This design comes from an exercise in tuning for small area, a short achievable clock period and few clock cycles per item on the open sky130 flow, not from production work.
The RTL was checked by simulation tests, not by an equivalence proof against the original design.

## flow/design.v (module list and top-level ports; edited modules follow where they fit)
// module conv_fa: 10 lines
// module conv_ha: 9 lines
// module conv_stream_mc: 6941 lines
module conv_stream_mc
#(
  parameter int WORD_LENGTH = conv_pkg::WORD_LENGTH_DEF,
  parameter int ACC_WIDTH   = conv_pkg::ACC_WIDTH_DEF,
  parameter int IMAGE_SIZE  = conv_pkg::IMAGE_SIZE_DEF,
  parameter int KERNEL_SIZE = conv_pkg::KERNEL_SIZE_DEF,
  parameter int STRIDE      = conv_pkg::STRIDE_DEF,
  parameter int OUT_CH      = conv_pkg::OUT_CH_DEF
) (
  input  logic                                            clk,
  input  logic                                            rst,
  input  logic                                            weight_load,
  input  logic [OUT_CH*KERNEL_SIZE*KERNEL_SIZE*WORD_LENGTH-1:0] weight_value,
  input  logic [OUT_CH*ACC_WIDTH-1:0]                     bias_value,
  input  logic                                            relu_en,
  input  logic                                            in_valid,
  output logic                                            in_ready,
  input  logic [WORD_LENGTH-1:0]                          data_in,
  output logic                                            out_valid,
  input  logic                                            out_ready,
  output logic [OUT_CH*ACC_WIDTH-1:0]                     data_out,
  output logic [conv_pkg::IDX_WIDTH-1:0]                  out_row,
  output logic [conv_pkg::IDX_WIDTH-1:0]                  out_col,
  output logic                                            frame_done
);
  // ...
==> flow/flow/run.sh <==
#!/bin/bash
export BUFFER_PORTS_ARGS="-buffer_cell sky130_fd_sc_hd__buf_1"
bash standard.sh SETUP_SLACK_MARGIN=14.8 finish > standard.log 2>&1
==> flow/standard.sh <==
#!/bin/bash
# synth_recipe.tcl (not shown) runs the flow's synth.tcl, then flattens the netlist and writes it again
# the make line also repeats each setting of config.mk as NAME=value (left out here)
make -C /OpenROAD-flow-scripts/flow DESIGN_CONFIG=/design/flow/config.mk WORK_HOME=/design/flow/orfs CLKGATE_MAP_FILE= SYNTH_SCRIPT=/design/flow/synth_recipe.tcl "${@:-finish}"
==> flow/config.mk <==
export PLATFORM = sky130hd
export DESIGN_NAME = conv_stream_mc
export DESIGN_NICKNAME = conv_stream_mc
export VERILOG_FILES = /design/flow/design.v
export SDC_FILE = /design/flow/constraint.sdc
export NUM_CORES = 4
export LEC_CHECK = 0
export CAP_MARGIN = 20
export CORE_MARGIN = 2
export CORE_UTILIZATION = 40
export SLEW_MARGIN = 60
export SYNTH_HIERARCHICAL = 1
export SYNTH_MINIMUM_KEEP_SIZE = 0
==> flow/constraint.sdc <==
create_clock -name core_clock -period 20.0 [get_ports {clk}]
set_input_delay 4.0000 -clock core_clock [delete_from_list [all_inputs] [get_ports {clk}]]
set_output_delay 4.0000 -clock core_clock [all_outputs]
set_load 0.01 [all_outputs]
==> results.sh, run 1 <==
export IMPL_status="timing/DRC/antenna clean"
export IMPL_relSlewSlack_pct=55.3
export IMPL_startpoint="h_d[14]"
export IMPL_syn_avg_cell_area_um2=14.6
export IMPL_largest_reg_flops=896
export IMPL_portBuffers=490
export IMPL_nMultiInputCombCells=7015
export IMPL_finalWirelength_mm=420
export IMPL_timing_hold_violations_final=0
export IMPL_yosysMostFrequentCell="fa_1"
export IMPL_initial_core_util_pct=40.1
export IMPL_wl_met3_mm=38.0
export IMPL_sh_seq_area_pct=34.0
export IMPL_dp_hpwl_mm=334
export IMPL_multi_input_area_share_pct=53.4
export IMPL_place_area_um2=145000
export IMPL_synth_top_cells_by_count="fa_1, nand2_1, edfxtp_1"
export IMPL_stdcell_area_um2=153000
export IMPL_ant_nets=0
export IMPL_yosys_area_top_type="fa_1"
export IMPL_fin_skew_ns=0.101
export IMPL_fin_nets=13817
export IMPL_worstSetupPathType="register to output port"
export IMPL_layout_commonest_cell="fa_1"
export IMPL_largest_class="multi-input combinational cells"
export IMPL_dp_cells=14313
Testbench counts, summed over its fixed seeds: cycles 18,840, pixels 18,816.
==> inputs of run 2 (changes only) <==
--- a/flow/design.v
+++ b/flow/design.v
@@ -6951,18 +6951,21 @@
       x4_c1[28] <= n3257_c;
       x4_c1[29] <= n3258_s;
       x4_c1[30] <= n3258_c;
       x4_c1[31] <= n3259_s;
     end
   end
   assign res[15:0]  = (relu_r && c0_sum[15]) ? 16'd0 : c0_sum;
   assign res[31:16] = (relu_r && c1_sum[15]) ? 16'd0 : c1_sum;
+  always_ff @(posedge clk or posedge rst) begin
+    if (rst) h_d <= 32'd0;
+    else if (h_room) h_d <= s_v ? s_d : res;
+  end
   always_ff @(posedge clk) begin
-    if (h_room) h_d <= s_v ? s_d : res;
     if (!s_v) s_d <= res;
   end
   always_ff @(posedge clk or posedge rst) begin
     if (rst) begin
       orow_r <= 5'd0;
       ocol_r <= 5'd0;
       fd_r   <= 1'b0;
     end else if (h_v && out_ready) begin
==> flow/config.mk (replaced) <==
export PLATFORM = sky130hd
export DESIGN_NAME = conv_stream_mc
export DESIGN_NICKNAME = conv_stream_mc
export VERILOG_FILES = /design/flow/design.v
export SDC_FILE = /design/flow/constraint.sdc
export NUM_CORES = 4
export LEC_CHECK = 0
export CAP_MARGIN = 20
export CORE_MARGIN = 2
export CORE_UTILIZATION = 55
export SLEW_MARGIN = 60
export SYNTH_HIERARCHICAL = 1
export SYNTH_MINIMUM_KEEP_SIZE = 0
==> run 2 against run 1 <==
Net effect:
- still clean on timing, DRC and antenna
- die area down 27%
- cell area down 0.89%
==> results.sh, run 2 <==
export IMPL_ys_seq_elements=1748
export IMPL_portBuffers=490
export IMPL_via_per_inst=5.91
export IMPL_timing_hold_violations_final=0
export IMPL_critPathSlowestCell="dfrtp_1"
export IMPL_relSlewSlack_pct=56.4
export IMPL_fin_nets=13869
export IMPL_wl_per_cell_um=30.4
export IMPL_worstSetupPathType="register to output port"
export IMPL_cts_tree="done"
export IMPL_cts_max_level=4
export IMPL_min_period_over_period_pct=26.9
export IMPL_yosysTopAreaCellShare_pct=47.1
export IMPL_reg2reg_depth=9
export IMPL_largest_reg_flops=896
export IMPL_regArea_um2=51900
export IMPL_drc=0
export IMPL_yosys_area_top_type="fa_1"
export IMPL_fin_skew_ns=0.0751
export IMPL_grt_max_degree=84
export IMPL_design_core_area_um2=246000
export IMPL_ant_nets=0
export IMPL_synth_top_cells_by_count="fa_1, nand2_1, edfxtp_1"
export IMPL_grt_pass1_vias=91432
export IMPL_setup_viol=0
export IMPL_cp_top_family="flip-flops"
export IMPL_die_w_um=502
export IMPL_syn_to_final_growth_pct=11.5
export IMPL_multiInputGateArea_um2=82200
export IMPL_dieArea_um2=252000
export IMPL_min_period_ns=5.39
export IMPL_fin_setup_tns_ns=0
export IMPL_grt_first_pass_wirelength_mm=613
export IMPL_clk_latency_ns=0.88
export IMPL_holdCritPathClass="register to register"
export IMPL_drive_gt1_share_pct=9.23
export IMPL_overflow=0
export IMPL_drv_slew=0
export IMPL_initial_core_util_pct=55.4
export IMPL_ios=497
export IMPL_cts_buffers_inserted=188
export IMPL_max_freq_ghz=0.186
export IMPL_antenna_found_initial=12
export IMPL_critPathMaxStageDelay_ns=0.41
export IMPL_syn_inst=9396
export IMPL_fillers=18853
export IMPL_ys_types=59
export IMPL_regMostFlops="sr"
export IMPL_layout_commonest_cell="fa_1"
export IMPL_ys_flop_type="edfxtp_1"
export IMPL_drt_iter0_drc=8138
export IMPL_cts_sinks=1748
export IMPL_clockBufferDepth=3
export IMPL_vias=80200
export IMPL_endpoint_kind="output port"
export IMPL_arrival_ns=1.39
export IMPL_layout_setup_ws_ns=14.61
export IMPL_cp_depth=1
export IMPL_ys_seq_area_share_pct=38.1
export IMPL_ys_async_sr_fraction_pct=3.38
export IMPL_min_path_cells=0
export IMPL_num_rows=182
export IMPL_rsz0062_at_grt="yes"
export IMPL_gp_congestion=0.973
export IMPL_ys_warn_count=7
export IMPL_pre_cts_slack_ns=12.91
export IMPL_firstDrtPassIters=6
export IMPL_most_common_layout_cells="fa_1, nand2_1, edfxtp_1"
export IMPL_dp_hpwl_mm=326
export IMPL_clk_pin_slew_worst_paths_ns=0.07
export IMPL_crit_path_start_kind="register"
export IMPL_tightestPinTransition_ns=0.655
export IMPL_fp_dieH_um=502
export IMPL_cp_buffers_inverters=1
export IMPL_status="timing/DRC/antenna clean"
export IMPL_syn_avg_cell_area_um2=14.5
export IMPL_synth_enable_flop_cells=1657
export IMPL_finalWirelength_mm=412
export IMPL_syn_area_um2=136000
export IMPL_biggestRegsByFlops="sr: 896 flops, weights_r: 400 flops"
export IMPL_yosysMostFrequentCell="fa_1"
export IMPL_cap_violations=0
export IMPL_crit_path_cell_trace="buf_6"
export IMPL_crit_path_max_fanout=2
export IMPL_yosys_top_cells_area="fa_1, edfxtp_1, nand2_1, and2_1, clkbuf_1"
export IMPL_grt_usage_pct=34.3
export IMPL_cts_root_buf="clkbuf_16"
export IMPL_required_ns=16.00
run 2: cell count changes after synthesis, moves of 5 or more:
cell and delta:
inv_1 +5, o31ai_1 +16, a21oi_1 +7, a211oi_1 -6
mux2_2 +14, mux2i_1 -5, a31oi_1 +6, nor2_1 +6
edfxtp_1 -32, nand2_1 +12, nand4_1 -6, o21ai_0 +23
dfrtp_1 +32
run 2: cell type report:
| cell class | count | area share [%] |
|---|---|---|
| diodes | 9 | 0.0148 |
| repair buffers | 1037 | 4.45 |
| well taps | 3220 | 2.65 |
| inverters | 129 | 0.319 |
| clock buffers | 212 | 3.19 |
| clock inverters | 143 | 1.04 |
| flip-flops and latches | 1748 | 34.2 |
| multi-input cells | 7070 | 54.1 |
run 2: per-stage QoR:
step | cell area [um^2] | cells | util (%) | hold slack (ns)
final | 152000 | 13568 | 61.7 | 0.375
after global routing | 152000 | 13565 | 61.7 | 0.376
after CTS | 151000 | 13459 | 61.3 | 0.357
after detailed placement | 144000 | 13044 | 58.4 | 0.405
after global placement | 141000 | 12809 | 57.5 | 0.401
after floorplan | 137000 | 9528 | - | 0.400
run 2: cells by family after synthesis:
logic type	count (synthesis)	synth area share, %
buffers and inverters	710	2.00
XOR/XNOR	125	0.804
adder cells (fa/ha/maj)	3249	47.5
AO/OA/AOI/OAI	172	0.809
flip-flops	1748	38.1
other	2	0.00552
AND/OR/NAND/NOR	3374	10.6
multiplexers	16	0.132
run 2: modules after synthesis (local to each module, per instance):
module	flops+latches	area, um^2
conv_stream_mc	1748	72000
conv_fa	0	20.0
conv_ha	0	12.5
run 2: routing by layer:
layer  global-route usage [%]  wire (um)  up-vias
met2                     53.0     193000     4751
met3                     7.11      37300     1150
li1                         -          -    31190
met5                        0         11        -
met4                     22.7      33700        2
met1                     44.6     148000    43107
run 2: what timing repair did:
item | 4_1_cts | 5_1_grt
setup buffers | 59 | 74
endpoints found under the hold margin | 0 | 0
hold buffers | 0 | 0
gates resized for setup | 38 | 61
pin swaps | 3 | 5
gates cloned | 1 | 0
setup endpoints to repair | 291 | 265
run 2: final timing paths:
kind                       slack, ns          end          start
max                            14.61  data_out[7]         h_d[7]
min                             0.38      sr[310]        sr[302]
max reg2reg                    14.81    x1_c0[17]  weights_r[58]
min in group asynchronous       3.24      h_d[16]            rst
max in group asynchronous      16.39         sh_r            rst
min reg2reg                     0.38      sr[310]        sr[302]
run 2: worst reg2reg max path, delay by kind of cell (launching register included):
family	cells	cell delay [ns]
flops	1	0.71
fa+ha+maj	8	4.05
simple gates	1	0.17
Testbench counts of run 2, summed over its fixed seeds: cycles 18,840, pixels 18,816.
==> inputs of run 3 (changes only) <==
--- a/flow/config.mk
+++ b/flow/config.mk
@@ -7,7 +7,7 @@
 export LEC_CHECK = 0
 export CAP_MARGIN = 20
 export CORE_MARGIN = 2
-export CORE_UTILIZATION = 55
+export CORE_UTILIZATION = 68
 export SLEW_MARGIN = 60
 export SYNTH_HIERARCHICAL = 1
 export SYNTH_MINIMUM_KEEP_SIZE = 0
==> run 3 against run 2 <==
Net effect:
- count of clock-buffer cells in the layout is 15 lower
- register-to-register slack better by 0.02 ns
- largest cell class unchanged
- synthesized cell count stayed put
- global-route usage is 9.2 points higher
- highest routed layer unchanged
==> results.sh, run 3 <==
export IMPL_required_ns=16.00
export IMPL_place_area_um2=143000
export IMPL_fin_nets=13916
export IMPL_gp_congestion=1.02
export IMPL_ys_flop_type="edfxtp_1"
export IMPL_clk_pin_slew_worst_paths_ns=0.06
export IMPL_clk_latency_ns=0.87
export IMPL_portBuffers=490
export IMPL_fin_skew_ns=0.0548
export IMPL_design_core_area_um2=199000
export IMPL_initial_core_util_pct=68.3
export IMPL_most_common_layout_cells="fa_1, nand2_1, edfxtp_1"
export IMPL_regMostFlops="sr"
export IMPL_finalWirelength_mm=422
export IMPL_biggestRegsByFlops="sr: 896 flops, weights_r: 400 flops"
export IMPL_cts_tree="done"
export IMPL_ys_async_sr_fraction_pct=3.38
export IMPL_tightestPinTransition_ns=0.714
export IMPL_ys_types=59
export IMPL_ys_warn_count=7
export IMPL_synth_enable_flop_cells=1657
export IMPL_grt_max_degree=82
export IMPL_min_period_over_period_pct=27.1
export IMPL_critPathMaxStageDelay_ns=0.44
export IMPL_cts_buffers_inserted=177
export IMPL_yosys_area_top_type="fa_1"
export IMPL_vias=83419
export IMPL_drive_gt1_share_pct=9.31
export IMPL_crit_path_max_fanout=2
export IMPL_holdCritPathClass="register to register"
export IMPL_via_per_inst=6.40
export IMPL_synth_top_cells_by_count="fa_1, nand2_1, edfxtp_1"
export IMPL_cp_buffers_inverters=1
export IMPL_yosys_top_cells_area="fa_1, edfxtp_1, nand2_1, and2_1, clkbuf_1"
export IMPL_cp_top_family="flip-flops"
export IMPL_min_period_ns=5.41
export IMPL_critPathSlowestCell="dfrtp_2"
export IMPL_ios=497
export IMPL_syn_to_final_growth_pct=10.8
export IMPL_drc=0
export IMPL_cap_violations=0
export IMPL_drt_iter0_drc=10070
export IMPL_layout_commonest_cell="fa_1"
export IMPL_crit_path_cell_trace="buf_6"
export IMPL_stdcell_area_um2=151000
export IMPL_firstDrtPassIters=8
export IMPL_antenna_found_initial=18
export IMPL_overflow=0
export IMPL_grt_pass1_vias=94629
export IMPL_worstSetupPathType="register to output port"
export IMPL_holdBufCountCts=0
export IMPL_grt_usage_pct=43.6
export IMPL_largest_reg_flops=896
export IMPL_clockBufferDepth=3
export IMPL_ant_nets=0
export IMPL_utilization_pct=75.6
export IMPL_max_freq_ghz=0.185
export IMPL_setup_viol=0
export IMPL_endpoint_kind="output port"
export IMPL_arrival_ns=1.41
export IMPL_ys_seq_elements=1748
export IMPL_dieArea_um2=204000
export IMPL_wl_per_cell_um=32.3
export IMPL_die_w_um=451
export IMPL_status="timing/DRC/antenna clean"
export IMPL_cts_max_level=4
export IMPL_syn_area_um2=136000
export IMPL_syn_avg_cell_area_um2=14.5
export IMPL_ys_seq_area_share_pct=38.1
export IMPL_crit_path_start_kind="register"
export IMPL_fin_setup_tns_ns=0
export IMPL_cts_root_buf="clkbuf_16"
export IMPL_cts_sinks=1748
export IMPL_timing_hold_violations_final=0
export IMPL_rsz0062_at_grt="yes"
export IMPL_grt_first_pass_wirelength_mm=623
export IMPL_fillers=12213
export IMPL_drv_slew=0
export IMPL_yosysTopAreaCellShare_pct=47.1
export IMPL_relSlewSlack_pct=52.4
export IMPL_yosysMostFrequentCell="fa_1"
export IMPL_syn_inst=9396
export IMPL_dp_hpwl_mm=325
export IMPL_fp_dieH_um=451
export IMPL_num_rows=164
## run 3: cell counts after synthesis
No cell type changed its count.
## run 3: cell type report
cell class                 count  area [um^2]  area share, %
clock inverter               130         1300          0.860
timing repair buffer        1095         7190           4.77
clock buffer                 197         4500           2.99
tap                         2656         3320           2.20
antenna                       15         37.5         0.0249
sequential                  1748        51900           34.4
multi-input combinational   7070        82100           54.4
inverter                     129          484          0.321
## run 3: repair_timing
action	in CTS	in global routing
pin swaps	0	6
gates resized for setup	39	51
buffers inserted	50	111
endpoints found under the setup margin	241	269
## run 3: logic make-up after synthesis
logic type / share of synthesized area [%]
buffers and inverters: 2.00
multiplexers: 0.132
XOR/XNOR: 0.804
flip-flops: 38.1
AO/OA/AOI/OAI: 0.809
adder cells (fa/ha/maj): 47.5
other: 0.00552
AND/OR/NAND/NOR: 10.6
## run 3: path summary, 6_finish.rpt
kind                           startpoint   endpoint  slack (ns)  cells after the start
min                               sr[373]    sr[381]        0.39                      0
max reg2reg                weights_r[245]  x1_c1[28]       14.83                     10
max                                   h_v  out_valid       14.59                      1
min in group asynchronous             rst   row_r[2]        3.25                      3
max in group asynchronous             rst       sh_r       16.34                      3
min reg2reg                       sr[373]    sr[381]        0.39                      0
## run 3: through the flow
stage | setup slack, ns | hold slack, ns | std cells
floorplan | 4.20 | 0.400 | 9528
global placement | 12.67 | 0.400 | 12232
detailed placement | 13.56 | 0.405 | 12503
CTS | 14.55 | 0.379 | 12880
global route | 14.54 | 0.386 | 13032
finish | 14.59 | 0.395 | 13040
## run 3: Yosys stat by module, one instance, submodules excluded
module          copies in the design  cells inside  flops+latches
conv_fa                         3198             1              0
conv_ha                            6             1              0
conv_stream_mc                     1          6192           1748
## run 3: layer usage
| layer | GRT usage [%] | routed length, um | vias up |
|---|---|---|---|
| met5 | 0 | 149 | - |
| met4 | 35.0 | 44300 | 22 |
| met3 | 13.0 | 52100 | 1875 |
| met2 | 63.9 | 190000 | 6683 |
| met1 | 54.8 | 135000 | 43565 |
| li1 | - | - | 31274 |
==> inputs of run 4 (changes only) <==
--- a/flow/config.mk
+++ b/flow/config.mk
@@ -7,7 +7,9 @@
 export LEC_CHECK = 0
 export CAP_MARGIN = 20
 export CORE_MARGIN = 2
-export CORE_UTILIZATION = 68
+export CORE_UTILIZATION = 65
+export CTS_CLUSTER_DIAMETER = 100
+export CTS_CLUSTER_SIZE = 26
 export SLEW_MARGIN = 60
 export SYNTH_HIERARCHICAL = 1
 export SYNTH_MINIMUM_KEEP_SIZE = 0
==> run 4 against run 3 <==
Net effect:
- still clean on timing, DRC and antenna
- register-to-register slack about the same
- critical path type unchanged
- count of clock-buffer cells in the layout decreased by 93
- sequential share of layout area grew 0.63 points
- fmax grew 1.1%
- clock skew increased by 0.0019 ns
- synthesized cell count stayed put
==> results.sh, run 4 <==
export IMPL_cts_max_level=3
export IMPL_drv_slew=0
export IMPL_pre_cts_slack_ns=13.01
export IMPL_cp_depth=1
export IMPL_dp_hpwl_mm=324
export IMPL_drive_gt1_share_pct=7.93
export IMPL_gp_congestion=0.990
export IMPL_synth_enable_flop_cells=1657
export IMPL_syn_area_um2=136000
export IMPL_arrival_ns=1.35
export IMPL_endpoint_kind="output port"
export IMPL_min_period_over_period_pct=26.7
export IMPL_cap_violations=0
export IMPL_fillers=13924
export IMPL_r2r_slack_ns=14.84
export IMPL_clk_pin_slew_worst_paths_ns=0.10
export IMPL_ys_seq_area_share_pct=38.1
export IMPL_required_ns=16.00
export IMPL_largest_reg_flops=896
export IMPL_holdBufCountCts=0
export IMPL_num_rows=167
export IMPL_critPathSlowestCell="dfrtp_2"
export IMPL_biggestRegsByFlops="sr: 896 flops, weights_r: 400 flops"
export IMPL_reg2reg_depth=10
export IMPL_drt_iter0_drc=9235
export IMPL_most_common_layout_cells="fa_1, nand2_1, edfxtp_1"
export IMPL_ys_seq_elements=1748
export IMPL_ys_flop_type="edfxtp_1"
export IMPL_vias=81173
export IMPL_fin_nets=13794
export IMPL_cts_root_buf="clkbuf_16"
export IMPL_r2r_end="x3_c0[25]"
export IMPL_synth_top_cells_by_count="fa_1, nand2_1, edfxtp_1"
export IMPL_ant_nets=0
export IMPL_min_period_ns=5.35
export IMPL_place_area_um2=143000
export IMPL_fin_skew_ns=0.0567
export IMPL_holdCritPathClass="register to register"
export IMPL_cts_tree="done"
export IMPL_tightestPinTransition_ns=0.730
export IMPL_yosysMostFrequentCell="fa_1"
export IMPL_grt_first_pass_wirelength_mm=607
export IMPL_startpoint="h_v"
export IMPL_yosys_top_cells_area="fa_1, edfxtp_1, nand2_1, and2_1, clkbuf_1"
export IMPL_worstSetupPathType="register to output port"
export IMPL_yosys_area_top_type="fa_1"
export IMPL_portBuffers=490
export IMPL_design_core_area_um2=208000
export IMPL_die_w_um=462
export IMPL_cp_top_family="flip-flops"
export IMPL_grt_pass1_vias=91913
export IMPL_fp_dieH_um=462
export IMPL_dieArea_um2=213000
export IMPL_timing_hold_violations_final=0
export IMPL_wl_per_cell_um=31.7
export IMPL_ys_warn_count=7
export IMPL_ys_types=59
export IMPL_layout_setup_ws_ns=14.65
export IMPL_drc=0
export IMPL_via_per_inst=6.27
export IMPL_crit_path_max_fanout=2
export IMPL_initial_core_util_pct=65.5
export IMPL_status="timing/DRC/antenna clean"
export IMPL_regMostFlops="sr"
export IMPL_grt_max_degree=80
export IMPL_r2r_start="sr[243]"
export IMPL_setup_viol=0
export IMPL_syn_inst=9396
export IMPL_critPathMaxStageDelay_ns=0.44
export IMPL_ys_async_sr_fraction_pct=3.38
export IMPL_crit_path_cell_trace="buf_6"
export IMPL_fin_setup_tns_ns=0
export IMPL_grt_usage_pct=40.6
export IMPL_cts_sinks=1748
export IMPL_clk_latency_ns=0.83
export IMPL_relSlewSlack_pct=51.3
export IMPL_cp_buffers_inverters=1
export IMPL_stdcell_area_um2=148000
export IMPL_firstDrtPassIters=8
export IMPL_max_freq_ghz=0.187
export IMPL_crit_path_start_kind="register"
export IMPL_syn_avg_cell_area_um2=14.5
export IMPL_clockBufferDepth=3
export IMPL_cts_buffers_inserted=92
export IMPL_ios=497
export IMPL_endpoint="out_valid"
export IMPL_layout_commonest_cell="fa_1"
export IMPL_rsz0062_at_grt="yes"
export IMPL_antenna_found_initial=18
export IMPL_yosysTopAreaCellShare_pct=47.1
export IMPL_syn_to_final_growth_pct=8.80
export IMPL_finalWirelength_mm=410
export IMPL_overflow=0
[run 4: changes by cell type in the layout (fill, tap and decap cells not counted), moves of 7 or more]
cell,delta
clkbuf_16,-83
clkinv_1,-44
buf_4,-31
clkinv_2,-27
buf_6,-12
clkbuf_2,+12
clkinvlp_4,-12
clkbuf_1,-9
bufinv_16,-8
clkinv_8,+8
buf_2,-7
inv_6,-7
[run 4: per-layer routing]
layer	track usage [%]	share of wire (%)	routed length, um	up-vias
met5	0	0.015	61	-
met2	60.6	45	186000	5903
li1	-	-	-	30922
met1	52.1	34	138000	42832
met4	29.8	9.6	39200	10
met3	11.1	11	46900	1506
[run 4: area by class of cell]
type	instances	area, um^2	area share, %
Tap cell	2788	3490	2.36
Clock inverter	41	758	0.512
Inverter	129	484	0.327
Sequential cell	1748	51900	35.0
Multi-Input combinational cell	7070	82200	55.5
Clock buffer	104	2370	1.60
Antenna cell	10	25.0	0.0169
Timing Repair Buffer	1058	6960	4.70
[run 4: Yosys stat by module, one instance, submodules excluded]
module / cell area [um^2] / copies in the design / cells
conv_ha: 12.5 / 6 / 1
conv_stream_mc: 72000 / 1 / 6192
conv_fa: 20.0 / 3198 / 1
[run 4: cell families (layout without fill, tap and decap cells)]
| family | Yosys count | after routing | synth area share, % |
|---|---|---|---|
| and+or+nand+nor | 3374 | 3374 | 10.6 |
| adders and majority gates | 3249 | 3249 | 47.5 |
| DFF | 1748 | 1748 | 38.1 |
| buffers and inverters | 710 | 1332 | 2.00 |
| AOI/OAI and AO/OA | 172 | 172 | 0.809 |
| xor gates and xnor gates | 125 | 125 | 0.804 |
| muxes | 16 | 16 | 0.132 |
| other | 2 | 144 | 0.00552 |
[run 4: how the worst min path moves through the flow]
stage               startpoint  endpoint  slack [ns]  depth (start not counted)
floorplan               sr[92]   sr[100]        0.40                          0
global placement       sr[420]   sr[428]        0.40                          0
detailed placement     sr[113]   sr[121]        0.40                          0
CTS                    sr[479]   sr[487]        0.39                          0
global route           sr[844]   sr[852]        0.41                          0
finish                 sr[479]   sr[487]        0.39                          0
[run 4: through the flow]
stage                     cells  hold slack (ns)  util [%]
after detailed placement  12618            0.405      68.9
final                     12948            0.386      71.3
after CTS                 12829            0.393      70.8
after global routing      12943            0.410      71.3
after global placement    12350            0.401      67.8
after floorplan            9528            0.400         -
[run 4: timing repair]
item                       in CTS  in global routing
resized for setup              29                 62
pin swaps                       0                  8
setup endpoints to repair     277                207
setup buffers                  64                 73
gates cloned                    2                  1
==> inputs of run 5 (changes only) <==
--- a/flow/config.mk
+++ b/flow/config.mk
@@ -7,7 +7,7 @@
 export LEC_CHECK = 0
 export CAP_MARGIN = 20
 export CORE_MARGIN = 2
-export CORE_UTILIZATION = 65
+export CORE_UTILIZATION = 55
 export CTS_CLUSTER_DIAMETER = 100
 export CTS_CLUSTER_SIZE = 26
 export SLEW_MARGIN = 60
==> run 5 against run 4 <==
Net effect:
- global-route usage is 6.6 points lower
- core utilization shrank 11 points
- routed wire length decreased by 0.13%
- count of clock-buffer cells in the layout grew 1
- cell area rose by 0.41%
- via count shrank 2.4%
- synthesized area stayed put
- first-iteration DRC count decreased by 13%
- critical endpoint is now data_out[7]
==> results.sh, run 5 <==
export IMPL_status="timing/DRC/antenna clean"
export IMPL_cp_buffers_inverters=1
export IMPL_dp_hpwl_mm=326
export IMPL_clk_latency_ns=0.82
export IMPL_pre_cts_slack_ns=12.91
export IMPL_fin_skew_ns=0.0412
export IMPL_cap_violations=0
export IMPL_ios=497
export IMPL_timing_hold_violations_final=0
export IMPL_whs_ns=0.408
export IMPL_cp_top_family="flip-flops"
export IMPL_largest_reg_flops=896
export IMPL_syn_inst=9396
export IMPL_finalWirelength_mm=409
export IMPL_yosys_top_cells_area="fa_1, edfxtp_1, nand2_1, and2_1, clkbuf_1"
export IMPL_die_w_um=502
export IMPL_relSlewSlack_pct=56.6
export IMPL_r2r_slack_ns=14.87
export IMPL_stdcell_area_um2=149000
export IMPL_syn_avg_cell_area_um2=14.5
export IMPL_holdCritPathClass="register to register"
export IMPL_tightestPinTransition_ns=0.651
export IMPL_firstDrtPassIters=6
export IMPL_holdBufCountCts=0
export IMPL_ys_flop_type="edfxtp_1"
export IMPL_layout_commonest_cell="fa_1"
export IMPL_drc=0
export IMPL_cts_tree="done"
export IMPL_ys_warn_count=7
export IMPL_min_path_cells=0
export IMPL_cts_sinks=1748
export IMPL_ys_seq_area_share_pct=38.1
export IMPL_yosysTopAreaCellShare_pct=47.1
export IMPL_syn_area_um2=136000
export IMPL_most_common_layout_cells="fa_1, nand2_1, edfxtp_1"
export IMPL_overflow=0
export IMPL_setup_viol=0
export IMPL_routed_top_layer="met5"
export IMPL_max_freq_ghz=0.186
export IMPL_r2r_end="x1_c0[17]"
export IMPL_biggestRegsByFlops="sr: 896 flops, weights_r: 400 flops"
export IMPL_portBuffers=490
export IMPL_grt_pass1_vias=90456
export IMPL_vias=79255
export IMPL_yosysMostFrequentCell="fa_1"
export IMPL_drt_iter0_drc=8021
export IMPL_critPathSlowestCell="dfrtp_1"
export IMPL_ys_seq_elements=1748
export IMPL_regMostFlops="sr"
export IMPL_design_core_area_um2=246000
export IMPL_synth_enable_flop_cells=1657
export IMPL_syn_to_final_growth_pct=9.24
export IMPL_grt_usage_pct=34.1
export IMPL_utilization_pct=60.5
export IMPL_ys_types=59
export IMPL_num_rows=182
export IMPL_cts_buffers_inserted=97
export IMPL_place_area_um2=144000
export IMPL_clk_pin_slew_worst_paths_ns=0.10
export IMPL_layout_setup_ws_ns=14.63
export IMPL_drive_gt1_share_pct=7.94
export IMPL_synth_top_cells_by_count="fa_1, nand2_1, edfxtp_1"
export IMPL_fin_cells=13372
export IMPL_gp_congestion=0.973
export IMPL_grt_max_degree=84
export IMPL_ant_nets=0
export IMPL_yosys_area_top_type="fa_1"
export IMPL_min_period_over_period_pct=26.8
export IMPL_endpoint_kind="output port"
export IMPL_rsz0062_at_grt="yes"
export IMPL_wl_met3_mm=36.7
export IMPL_worstSetupPathType="register to output port"
export IMPL_fin_nets=13790
export IMPL_initial_core_util_pct=55.4
export IMPL_crit_path_cell_trace="buf_6"
export IMPL_r2r_start="weights_r[40]"
export IMPL_fp_dieH_um=502
export IMPL_wl_per_cell_um=30.6
export IMPL_drv_slew=0
export IMPL_met1Wirelength_mm=147
export IMPL_critPathMaxStageDelay_ns=0.42
export IMPL_dp_cells=13044
export IMPL_crit_path_max_fanout=2
export IMPL_via_per_inst=5.93
export IMPL_met2_length_mm=192
export IMPL_fin_setup_tns_ns=0
export IMPL_min_period_ns=5.37
export IMPL_min_from="sr[390]"
export IMPL_ys_async_sr_fraction_pct=3.38
export IMPL_reg2reg_depth=9
export IMPL_clockBufferDepth=3
export IMPL_antenna_found_initial=12
export IMPL_crit_path_start_kind="register"
export IMPL_cts_root_buf="clkbuf_16"
export IMPL_hold_end="sr[398]"
export IMPL_cts_max_level=3
export IMPL_arrival_ns=1.37
export IMPL_required_ns=16.00
export IMPL_dieArea_um2=252000
export IMPL_grt_first_pass_wirelength_mm=608
[run 5: layout make-up]
type                    count  area [um^2]
multi-input cells        7070        82200
repair buffers           1049         6850
diodes                      9         22.5
flip-flops and latches   1748        51900
well taps                3220         4030
clock inverters            42          752
clock buffers             105         2530
fillers                 19120        97200
inverters                 129          484
[run 5: kinds of logic after synthesis]
group	after synthesis	synth area share [%]
buffers and inverters	710	2.00
multiplexers	16	0.132
AND/OR/NAND/NOR	3374	10.6
adder cells (fa/ha/maj)	3249	47.5
XOR/XNOR	125	0.804
AO/OA/AOI/OAI	172	0.809
flip-flops	1748	38.1
other	2	0.00552
[run 5: layer usage]
layer | global-route usage [%] | vias up
met2 | 52.7 | 4528
met5 | 0 | -
met4 | 22.3 | 2
met1 | 44.3 | 42758
met3 | 6.99 | 1059
li1 | - | 30908
[run 5: worst max path at each step]
stage / slack (ns) / to / cells after the start / from
2_1_floorplan: 4.20 / row_r[4] / 4 / sh_r
3_3_place_gp: 12.39 / weights_r[334] / 5 / weight_load
3_5_place_dp: 12.91 / weights_r[341] / 5 / weight_load
4_1_cts: 14.57 / data_out[7] / 1 / h_d[7]
5_1_grt: 14.57 / data_out[7] / 1 / h_d[7]
6_report: 14.63 / data_out[7] / 1 / h_d[7]
[run 5: modules after synthesis (local to each module, per instance)]
module          cell area (um^2)  times used  cells inside  flip-flops and latches
conv_fa                     20.0        3198             1                       0
conv_ha                     12.5           6             1                       0
conv_stream_mc             72000           1          6192                    1748
[run 5: timing repair]
item                       CTS  global route
pin swaps                    3             6
setup endpoints to repair  279           241
setup buffers               77            66
gates resized for setup     25            61
hold endpoints to repair     0             0
gates cloned                 1             1
==> inputs of run 6 (changes only) <==
--- a/flow/config.mk
+++ b/flow/config.mk
@@ -10,6 +10,7 @@
 export CORE_UTILIZATION = 55
 export CTS_CLUSTER_DIAMETER = 100
 export CTS_CLUSTER_SIZE = 26
+export PLACE_DENSITY = 0.75
 export SLEW_MARGIN = 60
 export SYNTH_HIERARCHICAL = 1
 export SYNTH_MINIMUM_KEEP_SIZE = 0
==> run 6 against run 5 <==
Net effect:
- non-clock buffer count shrank 1
- die area stayed put
- worst setup slack got worse by 0.071 ns
- clock skew grew 0.034 ns
- fmax shrank 1.3%
- routed wire length up 0.39%
- synthesized area unchanged
- cell count about the same
- sequential share of layout area hardly changed
- via count rose by 3.2%
==> results.sh, run 6 <==
export IMPL_required_ns=16.00
export IMPL_cp_buffers_inverters=1
export IMPL_min_period_over_period_pct=27.2
export IMPL_relSlewSlack_pct=55.7
export IMPL_crit_path_cell_trace="buf_6"
export IMPL_cts_max_level=3
export IMPL_ys_async_sr_fraction_pct=3.38
export IMPL_drive_gt1_share_pct=7.81
export IMPL_drc=0
export IMPL_tightestPinTransition_ns=0.665
export IMPL_endpoint_kind="output port"
export IMPL_worstSetupPathType="register to output port"
export IMPL_setup_viol=0
export IMPL_initial_core_util_pct=55.4
export IMPL_syn_to_final_growth_pct=9.11
export IMPL_via_per_inst=6.12
export IMPL_ys_warn_count=7
export IMPL_firstDrtPassIters=9
export IMPL_syn_area_um2=136000
export IMPL_dp_hpwl_mm=324
export IMPL_synth_enable_flop_cells=1657
export IMPL_syn_avg_cell_area_um2=14.5
export IMPL_crit_path_max_fanout=2
export IMPL_status="timing/DRC/antenna clean"
export IMPL_gp_congestion=0.979
export IMPL_critPathSlowestCell="dfrtp_2"
export IMPL_dieArea_um2=252000
export IMPL_yosys_top_cells_area="fa_1, edfxtp_1, nand2_1, and2_1, clkbuf_1"
export IMPL_die_w_um=502
export IMPL_drv_slew=0
export IMPL_synth_top_cells_by_count="fa_1, nand2_1, edfxtp_1"
export IMPL_portBuffers=490
export IMPL_antenna_found_initial=18
export IMPL_rsz0062_at_grt="yes"
export IMPL_clockBufferDepth=3
export IMPL_clk_latency_ns=0.83
export IMPL_fin_setup_tns_ns=0
export IMPL_fin_nets=13786
export IMPL_syn_inst=9396
export IMPL_yosysTopAreaCellShare_pct=47.1
export IMPL_grt_max_degree=86
export IMPL_finalWirelength_mm=411
export IMPL_max_freq_ghz=0.184
export IMPL_yosys_area_top_type="fa_1"
export IMPL_holdBufCountCts=0
export IMPL_holdCritPathClass="register to register"
export IMPL_fillers=18276
export IMPL_cp_top_family="flip-flops"
export IMPL_whs_ns=0.392
export IMPL_cts_root_buf="clkbuf_16"
export IMPL_grt_usage_pct=34.0
export IMPL_arrival_ns=1.44
export IMPL_timing_hold_violations_final=0
export IMPL_ys_flop_type="edfxtp_1"
export IMPL_ios=497
export IMPL_cap_violations=0
export IMPL_fin_skew_ns=0.0750
export IMPL_ys_types=59
export IMPL_ant_nets=0
export IMPL_drt_iter0_drc=9847
export IMPL_critPathMaxStageDelay_ns=0.48
export IMPL_regMostFlops="sr"
export IMPL_min_period_ns=5.44
export IMPL_vias=81808
export IMPL_largest_reg_flops=896
export IMPL_ys_seq_area_share_pct=38.1
export IMPL_cts_tree="done"
export IMPL_ys_seq_elements=1748
export IMPL_layout_commonest_cell="fa_1"
export IMPL_num_rows=182
export IMPL_biggestRegsByFlops="sr: 896 flops, weights_r: 400 flops"
export IMPL_most_common_layout_cells="fa_1, nand2_1, edfxtp_1"
export IMPL_grt_pass1_vias=92357
export IMPL_fp_dieH_um=502
export IMPL_crit_path_start_kind="register"
export IMPL_cts_buffers_inserted=94
export IMPL_wl_per_cell_um=30.8
export IMPL_cts_sinks=1748
export IMPL_yosysMostFrequentCell="fa_1"
export IMPL_grt_first_pass_wirelength_mm=609
export IMPL_overflow=0
export IMPL_design_core_area_um2=246000
export IMPL_clk_pin_slew_worst_paths_ns=0.10
-- run 6: routing by layer --
layer  vias up  GRT usage [%]  routed length [um]
met5         -              0                 103
met4        16           24.4               38500
met3      1617           8.73               48300
met2      6236           51.1              185000
met1     43052           43.5              139000
li1      30887              -                   -
-- run 6: metrics by stage --
step / setup slack [ns] / area (um^2) / utilization, % / cells
6_report: 14.56 / 149000 / 60.4 / 13361
5_1_grt: 14.53 / 149000 / 60.4 / 13355
4_1_cts: 14.51 / 147000 / 59.9 / 13247
3_5_place_dp: 13.52 / 144000 / 58.4 / 13046
3_3_place_gp: 12.67 / 141000 / 57.4 / 12773
2_1_floorplan: 4.20 / 137000 / - / 9528
-- run 6: what timing repair did --
action	CTS	global route
gates resized for setup	35	54
pin swaps	1	4
setup buffers	59	81
cloned	2	1
endpoints found under the setup margin	269	201
-- run 6: area by class of cell --
| cell class | instances | area (um^2) | area share, % |
|---|---|---|---|
| Timing Repair Buffer | 1048 | 6880 | 4.63 |
| Multi-Input combinational cell | 7070 | 82200 | 55.3 |
| Tap cell | 3220 | 4030 | 2.71 |
| Antenna cell | 6 | 15.0 | 0.0101 |
| Sequential cell | 1748 | 51900 | 34.9 |
| Clock buffer | 100 | 2370 | 1.60 |
| Clock inverter | 40 | 706 | 0.475 |
| Inverter | 129 | 484 | 0.326 |
-- run 6: modules after synthesis, one instance, submodules excluded --
| module | flip-flops and latches | copies in the design |
|---|---|---|
| conv_fa | 0 | 3198 |
| conv_ha | 0 | 6 |
| conv_stream_mc | 1748 | 1 |
-- run 6: kinds of logic (layout without fill, tap and decap cells) --
family,count (synthesis),in the layout,synth area share (%)
buffers and inverters,710,1317,2.00
adder cells (fa/ha/maj),3249,3249,47.5
AO/OA/AOI/OAI,172,172,0.809
flip-flops,1748,1748,38.1
AND/OR/NAND/NOR,3374,3374,10.6
other,2,140,0.00552
XOR/XNOR,125,125,0.804
multiplexers,16,16,0.132
-- run 6: worst paths after layout --
path	from	to	slack, ns	cells after the start
worst max-delay path	h_d[13]	data_out[13]	14.56	1
worst min-delay path	sr[471]	sr[479]	0.39	0
worst min register to register	sr[471]	sr[479]	0.39	0
worst max register to register	weights_r[243]	x1_c1[28]	14.86	10
max in group asynchronous	rst	sh_r	16.34	3
min in group asynchronous	rst	ocol_r[4]	3.26	3
-- run 6: worst reg2reg max path, delay by kind of cell, from the launching register on --
kind	cells	cell delay, ns
fa+ha+maj	8	3.77
simple gates	1	0.21
flops	1	0.56
buf+inv	1	0.27
==> inputs of run 7 (changes only) <==
--- a/flow/config.mk
+++ b/flow/config.mk
@@ -8,9 +8,9 @@
 export CAP_MARGIN = 20
 export CORE_MARGIN = 2
 export CORE_UTILIZATION = 55
+export CTS_BUF_LIST = sky130_fd_sc_hd__clkbuf_8 sky130_fd_sc_hd__clkbuf_16
 export CTS_CLUSTER_DIAMETER = 100
 export CTS_CLUSTER_SIZE = 26
-export PLACE_DENSITY = 0.75
 export SLEW_MARGIN = 60
 export SYNTH_HIERARCHICAL = 1
 export SYNTH_MINIMUM_KEEP_SIZE = 0
==> run 7 against run 6 <==
Net effect:
- fmax increased by 1.3%
- clock skew shrank 0.033 ns
- worst setup slack gained 0.070 ns
- core utilization is 0.075 points higher
- routed wire length is 0.40% lower
- count of clock-buffer cells in the layout up 1
- synthesized cell count is the same
- hold slack better by 0.016 ns
- cell count is essentially flat
- first-iteration DRC count shrank 19%
- highest routed layer unchanged
==> results.sh, run 7 <==
export IMPL_status="timing/DRC/antenna clean"
export IMPL_min_period_ns=5.37
export IMPL_yosysTopAreaCellShare_pct=47.1
export IMPL_min_from="sr[390]"
export IMPL_required_ns=16.00
export IMPL_synth_enable_flop_cells=1657
export IMPL_drive_gt1_share_pct=7.94
export IMPL_portBuffers=490
export IMPL_num_rows=182
export IMPL_fp_dieH_um=502
export IMPL_ys_types=59
export IMPL_cts_sinks=1748
export IMPL_holdBufCountCts=0
export IMPL_crit_path_cell_trace="buf_6"
export IMPL_relSlewSlack_pct=56.6
export IMPL_clk_pin_slew_worst_paths_ns=0.10
export IMPL_fin_nets=13790
export IMPL_fin_setup_tns_ns=0
export IMPL_holdCritPathClass="register to register"
export IMPL_met3_usage_pct=6.99
export IMPL_ios=497
export IMPL_timing_hold_violations_final=0
export IMPL_synth_top_cells_by_count="fa_1, nand2_1, edfxtp_1"
export IMPL_syn_to_final_growth_pct=9.24
export IMPL_drv_slew=0
export IMPL_grt_first_pass_wirelength_mm=608
export IMPL_cts_root_buf="clkbuf_16"
export IMPL_fillers=19120
export IMPL_ys_seq_elements=1748
export IMPL_biggestRegsByFlops="sr: 896 flops, weights_r: 400 flops"
export IMPL_drt_iter0_drc=8023
export IMPL_pre_cts_slack_ns=12.91
export IMPL_max_freq_ghz=0.186
export IMPL_tightestPinTransition_ns=0.651
export IMPL_crit_path_start_kind="register"
export IMPL_fin_skew_ns=0.0417
export IMPL_clockBufferDepth=3
export IMPL_grt_max_degree=84
export IMPL_wl_per_cell_um=30.6
export IMPL_stdcell_area_um2=149000
export IMPL_drc=0
export IMPL_r2r_start="weights_r[40]"
export IMPL_initial_core_util_pct=55.4
export IMPL_ys_async_sr_fraction_pct=3.38
export IMPL_vias=79239
export IMPL_cp_buffers_inverters=1
export IMPL_overflow=0
export IMPL_finalWirelength_mm=409
export IMPL_layout_setup_ws_ns=14.63
export IMPL_die_w_um=502
export IMPL_syn_inst=9396
export IMPL_regMostFlops="sr"
export IMPL_multiInputGateArea_um2=82200
export IMPL_syn_area_um2=136000
export IMPL_cp_top_family="flip-flops"
export IMPL_cap_violations=0
export IMPL_startpoint="h_d[7]"
export IMPL_antenna_found_initial=12
export IMPL_syn_avg_cell_area_um2=14.5
export IMPL_arrival_ns=1.37
export IMPL_min_period_over_period_pct=26.8
export IMPL_regArea_um2=51900
export IMPL_ys_seq_area_share_pct=38.1
export IMPL_critPathSlowestCell="dfrtp_1"
export IMPL_endpoint_kind="output port"
export IMPL_crit_path_max_fanout=2
export IMPL_design_core_area_um2=246000
export IMPL_ys_warn_count=7
export IMPL_gr_usage_met1_pct=44.3
export IMPL_rsz0062_at_grt="yes"
export IMPL_layout_commonest_cell="fa_1"
export IMPL_cts_buffers_inserted=97
export IMPL_largest_reg_flops=896
export IMPL_busiest_layer="met2"
export IMPL_ant_nets=0
export IMPL_critPathMaxStageDelay_ns=0.42
export IMPL_via_per_inst=5.93
export IMPL_yosys_top_cells_area="fa_1, edfxtp_1, nand2_1, and2_1, clkbuf_1"
export IMPL_grt_usage_pct=34.1
export IMPL_ys_flop_type="edfxtp_1"
export IMPL_setup_viol=0
export IMPL_cts_max_level=3
export IMPL_firstDrtPassIters=6
export IMPL_dp_hpwl_mm=326
export IMPL_place_area_um2=144000
export IMPL_yosysMostFrequentCell="fa_1"
export IMPL_dieArea_um2=252000
export IMPL_use_met2_pct=52.7
export IMPL_most_common_layout_cells="fa_1, nand2_1, edfxtp_1"
export IMPL_cts_tree="done"
export IMPL_worstSetupPathType="register to output port"
export IMPL_clk_latency_ns=0.82
export IMPL_yosys_area_top_type="fa_1"
export IMPL_gp_congestion=0.973
export IMPL_grt_pass1_vias=90456
## run 7: path summary, 6_finish.rpt
check,cells past startpoint,slack [ns],end
worst max-delay path,1,14.63,data_out[7]
worst min register to register,0,0.41,sr[398]
min in group asynchronous,3,3.26,orow_r[3]
worst min-delay path,0,0.41,sr[398]
max in group asynchronous,3,16.36,sh_r
worst max register to register,9,14.87,x1_c0[17]
## run 7: what timing repair did
action / in CTS / in global routing
pin swaps: 3 / 6
setup buffers: 77 / 66
gates cloned: 1 / 1
setup endpoints to repair: 279 / 241
resized for setup: 25 / 61
## run 7: area by class of cell
type	count	area share [%]
Clock inverter	46	0.516
Clock buffer	101	1.69
Sequential cell	1748	34.9
Multi-Input combinational cell	7070	55.3
Tap cell	3220	2.71
Inverter	129	0.326
Timing Repair Buffer	1049	4.61
Antenna cell	9	0.0151
## run 7: per-stage QoR
| step | utilization (%) | cells | hold WS, ns |
|---|---|---|---|
| finish | 60.5 | 13372 | 0.408 |
| global route | 60.5 | 13370 | 0.412 |
| CTS | 60.0 | 13269 | 0.409 |
| detailed placement | 58.4 | 13044 | 0.405 |
| global placement | 57.5 | 12809 | 0.401 |
| floorplan | - | 9528 | 0.400 |
## run 7: per-layer routing
metal	up-vias	share of wire (%)	wire [um]
met4	2	8.2	33800
met5	-	0.0032	13
met3	1056	9.0	36800
met1	42756	36	147000
li1	30907	-	-
met2	4518	47	192000
## run 7: cell families after synthesis
family	share of synthesized area, %
compound gates	0.809
xor+xnor	0.804
fa+ha+maj	47.5
buf+inv	2.00
flops	38.1
mux	0.132
other cells	0.00552
simple gates	10.6
## run 7: modules after synthesis, one instance, submodules excluded
module / flops+latches / times used
conv_ha: 0 / 6
conv_fa: 0 / 3198
conv_stream_mc: 1748 / 1
==> inputs of run 8 (changes only) <==
==> flow/run.sh (new file) <==
#!/bin/bash
# synth_recipe.tcl (not shown) runs the flow's synth.tcl, then flattens the netlist and writes it again
# the make line also repeats each setting of config.mk as NAME=value (left out here)
make -C /OpenROAD-flow-scripts/flow DESIGN_CONFIG=/design/flow/config.mk WORK_HOME=/design/flow/orfs CLKGATE_MAP_FILE= SYNTH_SCRIPT=/design/flow/synth_recipe.tcl finish
--- a/flow/config.mk
+++ b/flow/config.mk
@@ -8,7 +8,6 @@
 export CAP_MARGIN = 20
 export CORE_MARGIN = 2
 export CORE_UTILIZATION = 55
-export CTS_BUF_LIST = sky130_fd_sc_hd__clkbuf_8 sky130_fd_sc_hd__clkbuf_16
 export CTS_CLUSTER_DIAMETER = 100
 export CTS_CLUSTER_SIZE = 26
 export SLEW_MARGIN = 60
removed: flow/flow/run.sh
removed: flow/standard.sh
==> run 8 against run 7 <==
Net effect:
- via count barely moved
- sequential share of layout area down 0.41 points
- cell area grew 1.2%
- die area unchanged
- first-iteration DRC count increased by 4.4%
- synthesized cell count unchanged
- fmax decreased by 8.1%
- register-to-register slack worse by 0.26 ns
- worst setup slack got worse by 0.47 ns
- count of clock-buffer cells in the layout up 9
==> results.sh, run 8 <==
export IMPL_finalWirelength_mm=422
export IMPL_required_ns=16.00
export IMPL_dp_hpwl_mm=339
export IMPL_cts_sinks=1748
export IMPL_ios=497
export IMPL_fin_skew_ns=0.0549
export IMPL_most_common_layout_cells="fa_1, nand2_1, edfxtp_1"
export IMPL_holdBufCountCts=0
export IMPL_startpoint="h_v"
export IMPL_utilization_pct=61.2
export IMPL_syn_to_final_growth_pct=10.5
export IMPL_design_core_area_um2=246000
export IMPL_timing_hold_violations_final=0
export IMPL_syn_inst=9396
export IMPL_dp_cells=13049
export IMPL_drc=0
export IMPL_arrival_ns=1.84
export IMPL_cts_resized=0
export IMPL_postCtsSetupRepairBufs=0
export IMPL_r2r_start="sr[245]"
export IMPL_relSlewSlack_pct=56.1
export IMPL_syn_area_um2=136000
export IMPL_fin_nets=13652
export IMPL_holdCritPathClass="register to register"
export IMPL_cts_max_level=3
export IMPL_cts_root_buf="clkbuf_16"
export IMPL_crit_path_start_kind="register"
export IMPL_ys_seq_area_share_pct=38.1
export IMPL_antenna_found_initial=12
export IMPL_dieArea_um2=252000
export IMPL_initial_core_util_pct=55.4
export IMPL_grt_max_degree=81
export IMPL_ys_types=59
export IMPL_rsz0062_at_grt="no"
export IMPL_critPathMaxStageDelay_ns=0.57
export IMPL_largest_reg_flops=896
export IMPL_portBuffers=490
export IMPL_drv_slew=0
export IMPL_fin_setup_tns_ns=0
export IMPL_crit_path_cell_trace="clkdlybuf4s50_1"
export IMPL_grt_first_pass_wirelength_mm=623
export IMPL_status="timing/DRC/antenna clean"
export IMPL_grt_usage_pct=35.2
export IMPL_worstSetupPathType="register to output port"
export IMPL_ant_nets=0
export IMPL_min_from="sr[319]"
export IMPL_die_w_um=502
export IMPL_cts_tree="done"
export IMPL_drive_gt1_share_pct=6.09
export IMPL_via_per_inst=5.98
export IMPL_tightestPinTransition_ns=0.658
export IMPL_drt_iter0_drc=8376
export IMPL_num_rows=182
export IMPL_vias=79268
export IMPL_overflow=0
export IMPL_yosys_area_top_type="fa_1"
export IMPL_gp_congestion=0.957
export IMPL_clk_latency_ns=0.85
export IMPL_yosys_top_cells_area="fa_1, edfxtp_1, nand2_1, and2_1, clkbuf_1"
export IMPL_synth_enable_flop_cells=1657
export IMPL_setup_viol=0
export IMPL_cp_top_family="buffers and inverters"
export IMPL_fin_cells=13246
export IMPL_crit_path_max_fanout=6
export IMPL_clk_pin_slew_worst_paths_ns=0.10
export IMPL_wl_per_cell_um=31.9
export IMPL_ys_warn_count=7
export IMPL_biggestRegsByFlops="sr: 896 flops, weights_r: 400 flops"
export IMPL_cap_violations=0
export IMPL_yosysTopAreaCellShare_pct=47.1
export IMPL_yosysMostFrequentCell="fa_1"
export IMPL_ys_async_sr_fraction_pct=3.38
export IMPL_synth_top_cells_by_count="fa_1, nand2_1, edfxtp_1"
export IMPL_grt_pass1_vias=89814
export IMPL_cp_buffers_inverters=1
export IMPL_min_period_ns=5.84
export IMPL_syn_avg_cell_area_um2=14.5
export IMPL_firstDrtPassIters=8
export IMPL_max_freq_ghz=0.171
export IMPL_ys_seq_elements=1748
export IMPL_regMostFlops="sr"
export IMPL_endpoint_kind="output port"
export IMPL_cts_buffers_inserted=97
export IMPL_layout_commonest_cell="fa_1"
export IMPL_min_period_over_period_pct=29.2
export IMPL_clockBufferDepth=3
export IMPL_ys_flop_type="edfxtp_1"
export IMPL_critPathSlowestCell="clkdlybuf4s50_1"
export IMPL_fp_dieH_um=502
## run 8: cell types whose count changed in the layout (fill, tap and decap cells not counted), moves of 8 or more
| cell | delta |
|---|---|
| buf_1 | -445 |
| buf_12 | -11 |
| buf_4 | -122 |
| buf_6 | -8 |
| clkbuf_1 | +12 |
| clkbuf_2 | -38 |
| clkdlybuf4s50_1 | +489 |
| fa_1 | +14 |
| fa_2 | -14 |
## run 8: cells by family (layout without fill, tap and decap cells)
family | count (synthesis) | count (layout) | share of synthesized area (%)
AOI/OAI and AO/OA | 172 | 172 | 0.809
xor gates and xnor gates | 125 | 125 | 0.804
adders and majority gates | 3249 | 3249 | 47.5
buffers and inverters | 710 | 1200 | 2.00
DFF | 1748 | 1748 | 38.1
muxes | 16 | 16 | 0.132
other | 2 | 142 | 0.00552
and+or+nand+nor | 3374 | 3374 | 10.6
## run 8: worst paths after layout
| check | to | slack (ns) | cells after the start |
|---|---|---|---|
| max | out_valid | 14.16 | 1 |
| min | sr[327] | 0.39 | 0 |
| max reg2reg | x3_c0[19] | 14.61 | 10 |
| min reg2reg | sr[327] | 0.39 | 0 |
| max in group asynchronous | sh_r | 16.02 | 3 |
| min in group asynchronous | orow_r[4] | 3.61 | 3 |
## run 8: cell type report
class | instances | area, um^2
Sequential cell | 1748 | 51900
Timing Repair Buffer | 911 | 8570
Multi-Input combinational cell | 7070 | 82100
Antenna cell | 8 | 20.0
Fill cell | 18853 | 95400
Clock inverter | 50 | 900
Inverter | 129 | 484
Clock buffer | 110 | 2500
Tap cell | 3220 | 4030
## run 8: stage by stage
step / hold WS (ns) / instance area, um^2 / setup WS, ns
3_3_place_gp: 0.400 / 144000 / 13.58
3_5_place_dp: 0.405 / 147000 / 13.92
6_report: 0.393 / 150000 / 14.16
5_1_grt: 0.407 / 150000 / 14.06
4_1_cts: 0.391 / 150000 / 14.10
2_1_floorplan: 0.400 / 137000 / 4.20
## run 8: metal layers
| layer | up-vias | part of all wire, % | track usage [%] |
|---|---|---|---|
| li1 | 30650 | - | - |
| met1 | 43161 | 37 | 46.9 |
| met2 | 4496 | 47 | 54.6 |
| met3 | 955 | 8.7 | 6.93 |
| met4 | 6 | 7.4 | 20.4 |
| met5 | - | 0.010 | 0 |
## run 8: per-module statistics from Yosys, one instance, submodules excluded
| module | times used | area [um^2] | flops+latches | cells inside |
|---|---|---|---|---|
| conv_fa | 3198 | 20.0 | 0 | 1 |
| conv_ha | 6 | 12.5 | 0 | 1 |
| conv_stream_mc | 1 | 72000 | 1748 | 6192 |
==> inputs of run 9 (changes only) <==
==> flow/flow/run.sh (new file) <==
#!/bin/bash
export BUFFER_PORTS_ARGS="-buffer_cell sky130_fd_sc_hd__buf_1"
bash standard.sh SETUP_SLACK_MARGIN=14.68 finish > standard.log 2>&1
==> flow/standard.sh (new file) <==
#!/bin/bash
# synth_recipe.tcl (not shown) runs the flow's synth.tcl, then flattens the netlist and writes it again
# the make line also repeats each setting of config.mk as NAME=value (left out here)
make -C /OpenROAD-flow-scripts/flow DESIGN_CONFIG=/design/flow/config.mk WORK_HOME=/design/flow/orfs CLKGATE_MAP_FILE= SYNTH_SCRIPT=/design/flow/synth_recipe.tcl "${@:-finish}"
removed: flow/run.sh
==> run 9 against run 8 <==
Net effect:
- still clean
- core utilization is 0.98 points lower
- non-clock buffer count up 70
- cell area down 1.6%
- via count shrank 0.35%
- routed wire length down 3.3%
- cell count grew 0.45%
- worst setup slack improved by 0.47 ns
- hold slack gained 0.013 ns
==> results.sh, run 9 <==
export IMPL_yosysTopAreaCellShare_pct=47.1
export IMPL_r2r_slack_ns=14.69
export IMPL_drv_slew=0
export IMPL_grt_pass1_vias=90196
export IMPL_vias=78993
export IMPL_min_path_cells=0
export IMPL_gp_congestion=0.973
export IMPL_overflow=0
export IMPL_grt_first_pass_wirelength_mm=607
export IMPL_grt_usage_pct=34.0
export IMPL_clk_pin_slew_worst_paths_ns=0.10
export IMPL_firstDrtPassIters=6
export IMPL_r2r_end="x1_c0[27]"
export IMPL_cts_max_level=3
export IMPL_max_freq_ghz=0.186
export IMPL_yosysMostFrequentCell="fa_1"
export IMPL_cts_root_buf="clkbuf_16"
export IMPL_cp_top_family="flip-flops"
export IMPL_ys_warn_count=7
export IMPL_crit_path_max_fanout=2
export IMPL_die_w_um=502
export IMPL_tightestPinTransition_ns=0.669
export IMPL_r2r_start="weights_r[43]"
export IMPL_via_per_inst=5.94
export IMPL_num_rows=182
export IMPL_use_met2_pct=52.5
export IMPL_fin_nets=13722
export IMPL_ys_async_sr_fraction_pct=3.38
export IMPL_dieArea_um2=252000
export IMPL_fp_dieH_um=502
export IMPL_timing_hold_violations_final=0
export IMPL_clk_latency_ns=0.81
export IMPL_ys_types=59
export IMPL_largest_reg_flops=896
export IMPL_status="timing/DRC/antenna clean"
export IMPL_holdBufCountCts=0
export IMPL_regMostFlops="sr"
export IMPL_yosys_area_top_type="fa_1"
export IMPL_syn_to_final_growth_pct=8.77
export IMPL_min_period_over_period_pct=26.8
export IMPL_synth_top_cells_by_count="fa_1, nand2_1, edfxtp_1"
export IMPL_gr_usage_met1_pct=44.3
export IMPL_portBuffers=490
export IMPL_biggestRegsByFlops="sr: 896 flops, weights_r: 400 flops"
export IMPL_cap_violations=0
export IMPL_fin_setup_tns_ns=0
export IMPL_required_ns=16.00
export IMPL_critPathMaxStageDelay_ns=0.42
export IMPL_ant_nets=0
export IMPL_finalWirelength_mm=408
export IMPL_busiest_layer="met2"
export IMPL_arrival_ns=1.37
export IMPL_setup_viol=0
export IMPL_drc=0
export IMPL_drive_gt1_share_pct=7.21
export IMPL_fillers=19167
export IMPL_ys_seq_area_share_pct=38.1
export IMPL_whs_ns=0.407
export IMPL_cp_depth=1
export IMPL_drt_iter0_drc=7976
export IMPL_rsz0062_at_grt="yes"
export IMPL_syn_avg_cell_area_um2=14.5
export IMPL_holdCritPathClass="register to register"
export IMPL_cts_sinks=1748
export IMPL_wl_per_cell_um=30.7
export IMPL_cp_buffers_inverters=1
export IMPL_crit_path_cell_trace="buf_6"
export IMPL_utilization_pct=60.2
export IMPL_min_period_ns=5.37
export IMPL_initial_core_util_pct=55.4
export IMPL_startpoint="h_d[7]"
export IMPL_most_common_layout_cells="fa_1, nand2_1, edfxtp_1"
export IMPL_syn_area_um2=136000
export IMPL_dp_hpwl_mm=326
export IMPL_ios=497
export IMPL_cts_buffers_inserted=97
export IMPL_crit_path_start_kind="register"
export IMPL_design_core_area_um2=246000
export IMPL_reg2reg_depth=9
export IMPL_clockBufferDepth=3
export IMPL_syn_inst=9396
export IMPL_grt_max_degree=84
export IMPL_ys_seq_elements=1748
export IMPL_endpoint_kind="output port"
export IMPL_critPathSlowestCell="dfrtp_1"
export IMPL_synth_enable_flop_cells=1657
export IMPL_layout_commonest_cell="fa_1"
export IMPL_fin_skew_ns=0.0357
export IMPL_yosys_top_cells_area="fa_1, edfxtp_1, nand2_1, and2_1, clkbuf_1"
export IMPL_worstSetupPathType="register to output port"
export IMPL_cts_tree="done"
export IMPL_endpoint="data_out[7]"
export IMPL_met3_usage_pct=6.63
export IMPL_ys_flop_type="edfxtp_1"
export IMPL_antenna_found_initial=13
export IMPL_relSlewSlack_pct=55.4
run 9: cell counts after synthesis:
No cell type changed its count.
run 9: worst min-delay path by stage:
stage / startpoint / end / slack (ns)
6_report: sr[390] / sr[398] / 0.41
5_1_grt: sr[390] / sr[398] / 0.41
3_3_place_gp: sr[410] / sr[418] / 0.40
4_1_cts: sr[390] / sr[398] / 0.41
2_1_floorplan: sr[92] / sr[100] / 0.40
3_5_place_dp: sr[116] / sr[124] / 0.40
run 9: final cells by class:
type / count / area [um^2] / share of cell area [%]
diodes: 11 / 27.5 / 0.0186
repair buffers: 981 / 6230 / 4.21
inverters: 129 / 484 / 0.327
well taps: 3220 / 4030 / 2.72
flip-flops and latches: 1748 / 51900 / 35.0
clock inverters: 42 / 752 / 0.508
multi-input cells: 7070 / 82100 / 55.5
clock buffers: 105 / 2530 / 1.71
run 9: what timing repair did:
action,CTS,global route
endpoints found under the setup margin,238,238
resized for setup,15,58
setup buffers,29,47
gates cloned,1,0
pin swaps,0,4
run 9: kinds of logic (layout without fill, tap and decap cells):
family	Yosys count	after routing	share of synthesized area, %
muxes	16	16	0.132
xor gates and xnor gates	125	125	0.804
DFF	1748	1748	38.1
buffers and inverters	710	1257	2.00
AOI/OAI and AO/OA	172	172	0.809
other	2	145	0.00552
and+or+nand+nor	3374	3374	10.6
adders and majority gates	3249	3249	47.5
run 9: Yosys stat by module (local to each module, per instance):
module          flops+latches  cell area [um^2]  cells
conv_stream_mc           1748             72000   6192
conv_fa                     0              20.0      1
conv_ha                     0              12.5      1
run 9: layer usage:
layer | routed length [um] | vias to the layer above
li1 | - | 30759
met1 | 146000 | 42622
met2 | 192000 | 4536
met3 | 36400 | 1076
met4 | 34200 | 0
met5 | 0 | -
run 9: stage by stage:
stage,cell area (um^2),setup WS (ns),instances
5_1_grt,148000,14.57,13302
3_5_place_dp,144000,12.91,13044
2_1_floorplan,137000,4.20,9528
3_3_place_gp,141000,12.39,12809
4_1_cts,147000,14.57,13221
6_report,148000,14.63,13306

## separate check: timing with driven ports
No port has a modelled driver above. Below, the same layouts with a new extraction and two added sets of constraints. Step 1 sets driving cells, clkbuf_16 on the clock port and buf_2 on the other inputs (assumed; they add their load-dependent delay and slew). Step 2, shift: input delay + t, output delay - t, t = (earliest + latest rising clock arrival at the registers) / 2. This alone moves slack from input paths to output paths. Slacks: no drivers / after step 1 / after step 2; pairs: no drivers / after step 1.
| run | t, ns | slack for setup (ns) | pins driven straight from the clock port |
|---|---|---|---|
| run 1 | 0.987 | 14.478 / 14.387 / 13.970 | 1 |
| run 2 | 0.947 | 14.611 / 14.507 / 14.006 | 1 |
| run 3 | 0.938 | 14.590 / 14.493 / 13.970 | 1 |
| run 4 | 0.902 | 14.650 / 14.544 / 14.011 | 1 |
| run 5 | 0.904 | 14.632 / 14.525 / 14.062 | 1 |
| run 6 | 0.889 | 14.561 / 14.464 / 14.046 | 1 |
| run 7 | 0.905 | 14.631 / 14.524 / 14.062 | 1 |
| run 8 | 0.929 | 14.160 / 14.053 / 13.841 | 1 |
| run 9 | 0.901 | 14.630 / 14.526 / 13.953 | 1 |
After both steps setup and hold are still met in every run listed. For run 9, which loses most, drivers alone change the setup slack by -0.104 ns; drivers and shift together by -0.677 ns.
